Context: an optimization exercise on an open-source flow, tuned for small area. The choices shown serve that exercise and are no tape-out recipe. Only simulation tests tie the RTL to the original design; equivalence was not proved. Power and IR drop assume default switching activity.

==> module multi_tone_generator, before the edit <==
module multi_tone_generator #(
    parameter int CLK_HZ   = 125000000,
    parameter int CHANNELS = 4,
    parameter int NUM_W    = 40,
    parameter int CNT_W    = 32,
    parameter int MAX_FREQ = 999999,
    localparam int CH_W    = (CHANNELS > 1) ? $clog2(CHANNELS) : 1
) (
    input  logic                clk,
    input  logic                rst,
    input  logic                cfg_valid,
    output logic                cfg_ready,
    input  logic [CH_W-1:0]     cfg_chan,
    input  logic [31:0]         cfg_freq,
    input  logic [7:0]          cfg_duty,
    output logic                cfg_err,
    input  logic [CHANNELS-1:0] chan_en,
    output logic [CHANNELS-1:0] wave_out,
    output logic [CHANNELS-1:0] period_strb
);
    localparam logic [63:0] NUMER64 = 64'(CLK_HZ) * 64'd100;
    localparam logic [33:0] NUMER   = NUMER64[33:0];
    localparam logic [63:0] NBIT_AT = {28'd0, NUMER, 2'd0};
    logic [5:0]  step;
    logic [1:0]  chan_r;
    logic [7:0]  duty_r;
    logic [19:0] nf_r;      
    logic [19:0] rem_r;
    logic [31:0] nq_r;      
    logic [38:0] acc_r;
    logic        zf_r;
    logic        accept, commit, div_ph, acc_ph, bad, fzero;
    logic        nbit, ge, q;
    logic [20:0] sh, df;
    logic [8:0]  addend, lsum;
    logic [39:0] acc_nx;
    assign cfg_ready = (step == 6'd0);
    assign accept    = cfg_ready && cfg_valid;
    assign commit    = (step == 6'd1);
    assign div_ph    = (step <= 6'd35) && (step >= 6'd2);
    assign acc_ph    = (step <= 6'd32) && (step != 6'd0);
    assign bad       = (|cfg_freq[31:20]) || (cfg_freq[19:0] > 20'(MAX_FREQ));
    assign fzero     = ~|cfg_freq;
    assign nbit = NBIT_AT[step];
    assign sh   = {rem_r, nbit};
    always_comb begin
        logic c, c0, c1;
        logic [20:0] b;
        logic [20:11] s0, s1;
        b = {1'b1, nf_r};
        c = 1'b1;
        for (int i = 0; i < 11; i++) begin
            df[i] = sh[i] ^ b[i] ^ c;
            c     = (sh[i] & b[i]) | (sh[i] & c) | (b[i] & c);
        end
        c0 = 1'b0;
        c1 = 1'b1;
        for (int i = 11; i < 21; i++) begin
            s0[i] = sh[i] ^ b[i] ^ c0;
            c0    = (sh[i] & b[i]) | (sh[i] & c0) | (b[i] & c0);
            s1[i] = sh[i] ^ b[i] ^ c1;
            c1    = (sh[i] & b[i]) | (sh[i] & c1) | (b[i] & c1);
        end
        df[20:11] = c ? s1 : s0;
        ge        = c ? c1 : c0;
    end
    assign q = ~nq_r[0] & acc_ph;
    always_comb begin
        logic [7:0] negd;
        logic       c, seen;
        seen = 1'b0;
        for (int i = 0; i < 8; i++) begin
            negd[i] = duty_r[i] ^ seen;
            seen    = seen | duty_r[i];
        end
        if (commit) addend = q ? {1'b1, ~duty_r} : 9'h0ff;
        else        addend = q ? {~seen, negd} : 9'h000;
        c = 1'b0;
        for (int i = 0; i < 9; i++) begin
            logic a;
            a       = (i == 0) ? 1'b0 : acc_r[i-1];
            lsum[i] = a ^ addend[i] ^ c;
            c       = (a & addend[i]) | (a & c) | (addend[i] & c);
        end
        begin
            logic cb, pb;
            cb = c;
            for (int blk = 0; blk < 4; blk++) begin
                c  = cb;
                pb = 1'b1;
                for (int i = 9 + 8 * blk; i < 17 + 8 * blk && i < 40; i++) begin
                    acc_nx[i] = acc_r[i-1] ^ c;
                    c         = acc_r[i-1] & c;
                    pb        = pb & acc_r[i-1];
                end
                cb = cb & pb;
            end
        end
        acc_nx[8:0] = lsum;
    end
    always_ff @(posedge clk) begin
        if (rst) begin
            step    <= 6'd0;
            cfg_err <= 1'b0;
        end else begin
            cfg_err <= accept && bad;
            if (accept) begin
                if (bad)        step <= 6'd0;
                else if (fzero) step <= 6'd1;
                else            step <= 6'd42;
            end else if (!cfg_ready) begin
                step <= step - 6'd1;
            end
        end
    end
    always_ff @(posedge clk) begin
        nq_r  <= {nq_r[30:0], ~ge};
        rem_r <= div_ph ? (ge ? df[19:0] : sh[19:0]) : 20'd0;
        acc_r <= acc_nx[38:0];
        if (accept) begin
            chan_r <= cfg_chan;
            duty_r <= cfg_duty;
            nf_r   <= ~cfg_freq[19:0];
            zf_r   <= fzero;
        end
    end
    for (genvar i = 0; i < CHANNELS; i++) begin : g_chan
        logic [31:0] pend_np, pend_lo, act_lo, cnt;
        logic [31:0] inc;
        logic        act_nz, pend_nz, pend_vld, first;
        logic        run, wrap, load, clr, commit_here, hit, high;
        always_comb begin
            logic c;
            c = 1'b1;
            for (int k = 0; k < 32; k++) begin
                inc[k] = cnt[k] ^ c;
                c      = cnt[k] & c;
            end
            hit = (&cnt[31:1]) & ~cnt[0];
            c   = 1'b1;
            for (int k = 0; k < 32; k++)
                c = (cnt[k] & act_lo[k]) | (cnt[k] & c) | (act_lo[k] & c);
            high = ~c;
        end
        assign run         = chan_en[i] && act_nz;
        assign wrap        = run && hit;
        assign load        = pend_vld && (wrap || !run);
        assign clr         = rst || !run || wrap;
        assign commit_here = commit && (chan_r == i);
        always_ff @(posedge clk) begin
            cnt   <= clr ? pend_np : inc;
            first <= clr;
            if (load) act_lo <= pend_lo;
            if (commit_here) begin
                pend_np <= nq_r;
                pend_lo <= acc_nx[39:8];
                pend_nz <= !zf_r;
            end
            if (rst) begin
                act_nz   <= 1'b0;
                pend_vld <= 1'b0;
            end else begin
                if (load)        act_nz   <= pend_nz;
                if (commit_here) pend_vld <= 1'b1;
                else if (load)   pend_vld <= 1'b0;
            end
        end
        assign wave_out[i]    = run && high;
        assign period_strb[i] = run && first;
    end
endmodule
clock: 8.0 ns
lec_check: 0
cap_margin: 0
core_margin: 2
core_utilization: 80
slew_margin: 0
standard.sh (not shown) runs the stock make flow with config.mk's settings and CLKGATE_MAP_FILE= SYNTH_SCRIPT=/design/flow/synth_recipe.tcl, a recipe that flattens the netlist after the stock synthesis.
==> flow/flow/run.sh <==
#!/bin/bash
# The standard layout (standard.sh: standard synthesis, floorplan, place,
# CTS, route), with two changes:
#  * every input and output port gets the smallest buffer, buf_1, instead of
#    the default port buffer cell;
#  * clock tree synthesis uses clkbuf_8 buffers in clusters of at most 18
#    sinks and inserts no dummy loads.
# The make output goes to standard_flow.log; each ORFS step keeps its own log
# under orfs/logs/.
set -euo pipefail
export BUFFER_PORTS_ARGS="-buffer_cell sky130_fd_sc_hd__buf_1"
export CTS_ARGS="-sink_clustering_enable -repair_clock_nets -dont_use_dummy_load -buf_list sky130_fd_sc_hd__clkbuf_8 -sink_clustering_size 18 -sink_clustering_max_diameter 100"
bash standard.sh > standard_flow.log 2>&1
Next try:
--- a/flow/design.v
+++ b/flow/design.v
@@ -64,20 +64,15 @@
         df[20:11] = c ? s1 : s0;
         ge        = c ? c1 : c0;
     end
     assign q = ~nq_r[0] & acc_ph;
     always_comb begin
-        logic [7:0] negd;
-        logic       c, seen;
-        seen = 1'b0;
-        for (int i = 0; i < 8; i++) begin
-            negd[i] = duty_r[i] ^ seen;
-            seen    = seen | duty_r[i];
-        end
-        if (commit) addend = q ? {1'b1, ~duty_r} : 9'h0ff;
-        else        addend = q ? {~seen, negd} : 9'h000;
-        c = 1'b0;
+        logic c;
+        for (int i = 0; i < 8; i++)
+            addend[i] = q ? ~duty_r[i] : commit;
+        addend[8] = q & commit;
+        c = q & ~commit;
         for (int i = 0; i < 9; i++) begin
             logic a;
             a       = (i == 0) ? 1'b0 : acc_r[i-1];
             lsum[i] = a ^ addend[i] ^ c;
             c       = (a & addend[i]) | (a & c) | (addend[i] & c);
The new run completed without violations.
Final cell count drops slightly.
Sequential cell count stays the same.
Global-route usage climbs by 0.53 points.
Synthesized area drops slightly.
Setup slack is better by 0.20 ns.
Wire length climbs slightly.
Via count drops slightly.
Total power climbs slightly.
Final area stays flat.
Clock power is about the same.
Core utilization hardly moves.
Clock skew drops by 0.0061 ns.
Die area drops slightly.
Fmax climbs by a few percent.

## static timing again, ports no longer ideal
No port has a modelled driver above. Below, the same layouts with a new extraction and two added sets of constraints. Step 1 assumes that a clkbuf_16 drives the clock port and a buf_2 every other input. Step 2, shift: input delay + t, output delay - t, t = (earliest + latest rising clock arrival at the registers) / 2. This alone moves slack from input paths to output paths. Slacks: no drivers / after step 1 / after step 2; pairs: no drivers / after step 1.
| run | t, ns | setup WS [ns] | worst setup path at the end | worst register clock-pin slew, ns | pins driven straight from the clock port |
|---|---|---|---|---|---|
| the first run | 0.626 | 0.453 / 0.453 / 0.453 | register to register | 0.11 / 0.11 | 1 |
| the second run | 0.625 | 0.650 / 0.650 / 0.650 | register to register | 0.11 / 0.11 | 1 |
After both steps setup and hold are still met in every run listed.
